This design comes from an exercise in tuning for small area, a short achievable clock period and few clock cycles per item on the open sky130 flow, not from production work. RTL that was checked went through simulation tests only; none was proved equivalent to the original.

== old ==
==> flow/design.v (excerpt) <==
module matvec_top (
  input  logic                 CLOCK_50,
  input  logic                 KEY,
  input  logic [9:0]           SW,
  output logic [9:0]           LEDR,
  output logic [6:0]           HEX0,
  output logic [6:0]           HEX1,
  output logic [6:0]           HEX2,
  output logic [6:0]           HEX3,
  output logic [6:0]           HEX4,
  output logic [6:0]           HEX5,
  output logic                 mem_rd,
  output logic [31:0]          mem_addr,
  input  logic                 mem_rsp_valid,
  input  logic [63:0]          mem_rsp_data
);
  localparam int S1_W = 62;
  logic [3:0]  cnt;
  logic        vld_q;
  logic [3:0]  tag_q;
  logic [S1_W-1:0] s1_q;
  logic [63:0] b_q;
  logic [7:0][18:0] y_q;
  logic        done;
  assign mem_rd   = KEY && ((cnt == 4'd0) || (mem_rsp_valid && cnt != 4'd9));
  assign mem_addr = {28'd0, cnt};
  always_ff @(posedge CLOCK_50 or negedge KEY) begin
    if (!KEY) begin
      cnt   <= 4'd0;
      vld_q <= 1'b0;
      tag_q <= 4'd0;
      done  <= 1'b0;
    end else begin
      if (mem_rd) cnt <= cnt + 4'd1;
      vld_q <= mem_rsp_valid;
      tag_q <= cnt;
  ...
==> flow/config.mk <==
export PLATFORM = sky130hd
export DESIGN_NAME = matvec_top
export DESIGN_NICKNAME = matvec_top
export VERILOG_FILES = /design/flow/design.v
export SDC_FILE = /design/flow/constraint.sdc
export NUM_CORES = 4
export LEC_CHECK = 0
export CAP_MARGIN = 20
export CORE_MARGIN = 2
export CORE_UTILIZATION = 40
export CTS_BUF_LIST = sky130_fd_sc_hd__clkbuf_8
export CTS_CLUSTER_DIAMETER = 80
export CTS_CLUSTER_SIZE = 18
export SETUP_SLACK_MARGIN = 3.5
export SLEW_MARGIN = 20
==> flow/constraint.sdc <==
create_clock -name core_clock -period 10.0 [get_ports {CLOCK_50}]
set_input_delay 2.0000 -clock core_clock [delete_from_list [all_inputs] [get_ports {CLOCK_50}]]
set_output_delay 2.0000 -clock core_clock [all_outputs]
set_load 0.01 [all_outputs]
standard.sh (not shown) runs the stock make flow with config.mk's settings and CLKGATE_MAP_FILE= SYNTH_SCRIPT=/design/flow/synth_recipe.tcl, a recipe that flattens the netlist after the stock synthesis.
==> flow/flow/run.sh <==
#!/bin/bash
# Layout flow: the standard flow, with one step added after synthesis.
# Yosys's full-adder extraction leaves an inverter between many pairs of full
# adders; fixpol.py picks each adder's polarity (a full adder is self-dual) so
# that most of them go, then a combinational equivalence check (flip-flops
# cut) must pass or the netlist is left as synthesis wrote it. Port buffers
# are plain buffers instead of the delay cells the placer picks by default.
# Each tool's output goes to a log of its own in this folder.
set -euo pipefail
W=$(pwd)
R=$W/orfs/results/$FLOW_PLATFORM/matvec_top/base
LIB=$FLOW_HOME/platforms/$FLOW_PLATFORM/lib/sky130_fd_sc_hd__tt_025C_1v80.lib
export BUFFER_PORTS_ARGS="-buffer_cell sky130_fd_sc_hd__buf_2"
# the clock tree without dummy loads
export CTS_ARGS="-sink_clustering_enable -repair_clock_nets -sink_clustering_size 18 -sink_clustering_max_diameter 80 -buf_list sky130_fd_sc_hd__clkbuf_8 -dont_use_dummy_load"

bash standard.sh synth > synth.log 2>&1

cp "$R/1_2_yosys.v" "$W/synth_netlist.v"
if python3 flow/fixpol.py "$W/synth_netlist.v" "$W/fixpol_netlist.v" > fixpol.log 2>&1; then
  mkdir -p "$W/cec"
  python3 flow/cutflops.py "$W/synth_netlist.v" "$W/cec/a.v" >> fixpol.log 2>&1
  python3 flow/cutflops.py "$W/fixpol_netlist.v" "$W/cec/b.v" >> fixpol.log 2>&1
  for x in a b; do
    yosys -q -p "read_liberty -ignore_miss_func $LIB; read_verilog $W/cec/$x.v; hierarchy -top $FLOW_TOP; flatten; techmap; opt_clean; setundef -zero; write_blif $W/cec/$x.blif" > "cec_yosys_$x.log" 2>&1
  done
  yosys-abc -c "cec $W/cec/a.blif $W/cec/b.blif" > cec.log 2>&1 || true
  if grep -q "Networks are equivalent" cec.log; then
    cp "$W/fixpol_netlist.v" "$R/1_2_yosys.v"
    echo "fixpol netlist used" >> fixpol.log
  else
    echo "equivalence not shown: synthesis netlist kept" >> fixpol.log
  fi
fi

bash standard.sh do-1_synth > synth_odb.log 2>&1
bash standard.sh finish > layout.log 2>&1
Other scripts of this flow, unchanged in this note and not shown: flow/flow/cutflops.py, flow/flow/fixpol.py
old went all the way through the flow, and no timing, DRC or antenna check failed.
Inputs modified between old and new:
- CTS_BUF_LIST now sky130_fd_sc_hd__clkbuf_16, was sky130_fd_sc_hd__clkbuf_8
- CTS_CLUSTER_SIZE now 30, was 18
- CTS_CLUSTER_DIAMETER now 100, was 80
diff --git a/flow/flow/run.sh b/flow/flow/run.sh
--- a/flow/flow/run.sh
+++ b/flow/flow/run.sh
@@ -15 +15 @@
-export CTS_ARGS="-sink_clustering_enable -repair_clock_nets -sink_clustering_size 18 -sink_clustering_max_diameter 80 -buf_list sky130_fd_sc_hd__clkbuf_8 -dont_use_dummy_load"
+export CTS_ARGS="-sink_clustering_enable -repair_clock_nets -sink_clustering_size 30 -sink_clustering_max_diameter 100 -buf_list sky130_fd_sc_hd__clkbuf_16 -dont_use_dummy_load"
old → new: overall via count from detail_route down 49, number of DRC markers after the initial detailed-route iteration down 53, sequential share of layout area flat. Wire length per cell after detailed routing (higher): old. As far as port buffer count goes, new and old are indistinguishable; the numbers are identical.
No functional check of the RTL was part of any run of this note.

========
Setup of job 2742:
matvec_top, a different RTL version from the one above (not shown whole).
Size: roughly 1,700 cells after synthesis, about 22,000 um^2 of cells after synthesis.
clock: 10.0 ns
lec_check: 0
cap_margin: 20
core_margin: 2
core_utilization: 40
cts_buf_list: sky130_fd_sc_hd__clkbuf_8
cts_cluster_diameter: 80
cts_cluster_size: 18
setup_slack_margin: 4.0
slew_margin: 20
==> flow/flow/run.sh <==
#!/bin/bash
# Layout flow: the standard flow, with two steps added after synthesis.
# 1. Yosys's full-adder extraction leaves an inverter between many pairs of
#    full adders; fixpol.py picks each adder's polarity (a full adder is
#    self-dual) so that most of them go.
# 2. The display logic (fan-in of the HEX ports back to the flip-flops) is
#    mapped again by ABC on its own, with ORFS's own ABC speed script.
# A combinational equivalence check (flip-flops cut) against synthesis's own
# netlist must pass, or the netlist is left as synthesis wrote it. Flip-flops
# are not touched. Port buffers are plain buffers instead of the delay cells
# the placer picks by default, and the clock tree has no dummy loads.
# Each tool's output goes to a log of its own in this folder.
set -euo pipefail
W=$(pwd)
R=$W/orfs/results/$FLOW_PLATFORM/matvec_top/base
LIB=$FLOW_HOME/platforms/$FLOW_PLATFORM/lib/sky130_fd_sc_hd__tt_025C_1v80.lib
export BUFFER_PORTS_ARGS="-buffer_cell sky130_fd_sc_hd__buf_2"
# the clock tree without dummy loads
export CTS_ARGS="-sink_clustering_enable -repair_clock_nets -sink_clustering_size 18 -sink_clustering_max_diameter 80 -buf_list sky130_fd_sc_hd__clkbuf_8 -dont_use_dummy_load"

bash standard.sh synth > synth.log 2>&1

cp "$R/1_2_yosys.v" "$W/synth_netlist.v"
cp "$W/synth_netlist.v" "$W/new_netlist.v"
python3 flow/fixpol.py "$W/synth_netlist.v" "$W/fixpol_netlist.v" > fixpol.log 2>&1 && cp "$W/fixpol_netlist.v" "$W/new_netlist.v"

# the display logic (the fan-in of the HEX ports back to the flip-flops) mapped again by ABC
python3 flow/cone.py "$W/new_netlist.v" HEX > resyn_cells.txt 2> resyn.log || true
if [[ -s resyn_cells.txt ]]; then
  SEL=$(sed 's/^/c:/' resyn_cells.txt | tr '\n' ' ')
  # the platform's don't-use cells (all lpflow and probe cells) stay out
  DU=$(grep -o 'cell *( *"*sky130_fd_sc_hd__\(lpflow\|probe\)[a-z0-9_]*' "$LIB" | sed 's/.*sky130/sky130/' | sort -u | sed 's/^/-dont_use /' | tr '\n' ' ')
  cat > resyn.ys <<EOS
read_liberty -ignore_miss_func $LIB
read_verilog $W/new_netlist.v
hierarchy -top $FLOW_TOP
cd $FLOW_TOP
setattr -set keep_hierarchy 1 t:*
setattr -unset keep_hierarchy t:* t:sky130_fd_sc_hd__fa_* %d t:sky130_fd_sc_hd__ha_* %d t:sky130_fd_sc_hd__*df* %d t:sky130_fd_sc_hd__conb* %d
cd ..
flatten
delete t:\$scopeinfo
opt_clean -purge
abc -script $FLOW_HOME/scripts/abc_speed.script -liberty $LIB $DU -D 800
opt_clean -purge
write_verilog -noattr -selected $W/resyn_all.v
EOS
  if yosys -q -l resyn_yosys.log resyn.ys > /dev/null 2>&1; then
    python3 -c "import re,sys; s=open(sys.argv[1]).read(); m=re.search(r'module '+sys.argv[3]+r'\(.*?endmodule\n', s, re.S); open(sys.argv[2],'w').write(m.group(0))" "$W/resyn_all.v" "$W/resyn_netlist.v" "$FLOW_TOP" >> resyn.log 2>&1 \
      && ! grep -q "lpflow\|probe" "$W/resyn_netlist.v" && cp "$W/resyn_netlist.v" "$W/new_netlist.v"
  fi
fi

# combinational equivalence with the flip-flops cut, against synthesis's own netlist
mkdir -p "$W/cec"
python3 flow/cutflops.py "$W/synth_netlist.v" "$W/cec/a.v" >> cec.log 2>&1
python3 flow/cutflops.py "$W/new_netlist.v" "$W/cec/b.v" >> cec.log 2>&1
for x in a b; do
  yosys -q -p "read_liberty -ignore_miss_func $LIB; read_verilog $W/cec/$x.v; hierarchy -top $FLOW_TOP; flatten; techmap; opt_clean; setundef -zero; write_blif $W/cec/$x.blif" > "cec_yosys_$x.log" 2>&1
done
yosys-abc -c "cec $W/cec/a.blif $W/cec/b.blif" >> cec.log 2>&1 || true
if grep -q "Networks are equivalent" cec.log; then
  cp "$W/new_netlist.v" "$R/1_2_yosys.v"
  echo "new netlist used" >> cec.log
else
  echo "equivalence not shown: synthesis netlist kept" >> cec.log
fi

bash standard.sh do-1_synth > synth_odb.log 2>&1
bash standard.sh finish > layout.log 2>&1
Other scripts of this flow, unchanged in this note and not shown: flow/flow/cone.py, flow/flow/cutflops.py, flow/flow/fixpol.py
Testbench counts of job 2742, summed over its fixed seeds: cycles 6,535, items 256.
Modified inputs, job 9643 compared to job 2742
- PLACE_DENSITY: unset -> 0.75
- CORE_UTILIZATION: 40 -> 65
--- a/flow/flow/run.sh
+++ b/flow/flow/run.sh
@@ -39 +39 @@
-setattr -unset keep_hierarchy t:* t:sky130_fd_sc_hd__fa_* %d t:sky130_fd_sc_hd__ha_* %d t:sky130_fd_sc_hd__*df* %d t:sky130_fd_sc_hd__conb* %d
+setattr -unset keep_hierarchy $SEL
## What came out
Against job 2742 as the reference, job 9643 delivers a higher via count of the first global-routing pass.
Compared to job 2742, job 9643 has proportion of layout cells with a drive suffix above 1 0.87 points lower.
In the tables for job 2742 and job 9643, sequential share of layout area reads higher with job 9643.
The inputs of job 5969 differ from those of job 9643 as listed below.
- SETUP_SLACK_MARGIN now 3.75, was 4.0
- PLACE_DENSITY no longer set, was 0.75
- CORE_UTILIZATION now 40, was 65
Notes after the runs:
Delta (job 5969 minus job 9643): final-layout fill cell count increased about 120%; detailed-routing iteration count for the pre-antenna-repair pass decreased 1.
For register-to-register setup slack, job 5969 and job 9643 come out practically identical.
Sequential share of layout area across job 9643 and job 5969: no real change.

## port drivers added, routing unchanged
The flow's constraints put no driver on any port. The routed layouts listed below were extracted and timed again, unchanged, in two steps.
Step 1 (the two cells are an assumption about what drives the block):
set clk [get_ports {CLOCK_50}]
set_driving_cell -lib_cell sky130_fd_sc_hd__clkbuf_16 $clk
set_driving_cell -lib_cell sky130_fd_sc_hd__buf_2 [delete_from_list [all_inputs] $clk]
Step 2 moves the port delays by t, midway between the first and last clock arrival at a register: inputs arrive t later, outputs are due t later. That takes back most of the time a late clock gives input paths.
Slacks: ideal / step 1 / step 2; pairs: ideal / step 1.
run	t, ns	slack for setup (ns)	cell pins on the clock port's net
old	0.638	3.614 / 3.433 / 3.433	1
new	0.554	3.612 / 3.567 / 3.567	1
job 2742	0.631	4.018 / 3.836 / 3.445	1
job 9643	0.585	3.958 / 3.935 / 3.514	1
job 5969	0.635	3.854 / 3.825 / 3.477	1
After both steps setup and hold are still met in every run listed. For job 2742, which loses most, drivers alone change the setup slack by -0.182 ns; drivers and shift together by -0.573 ns.
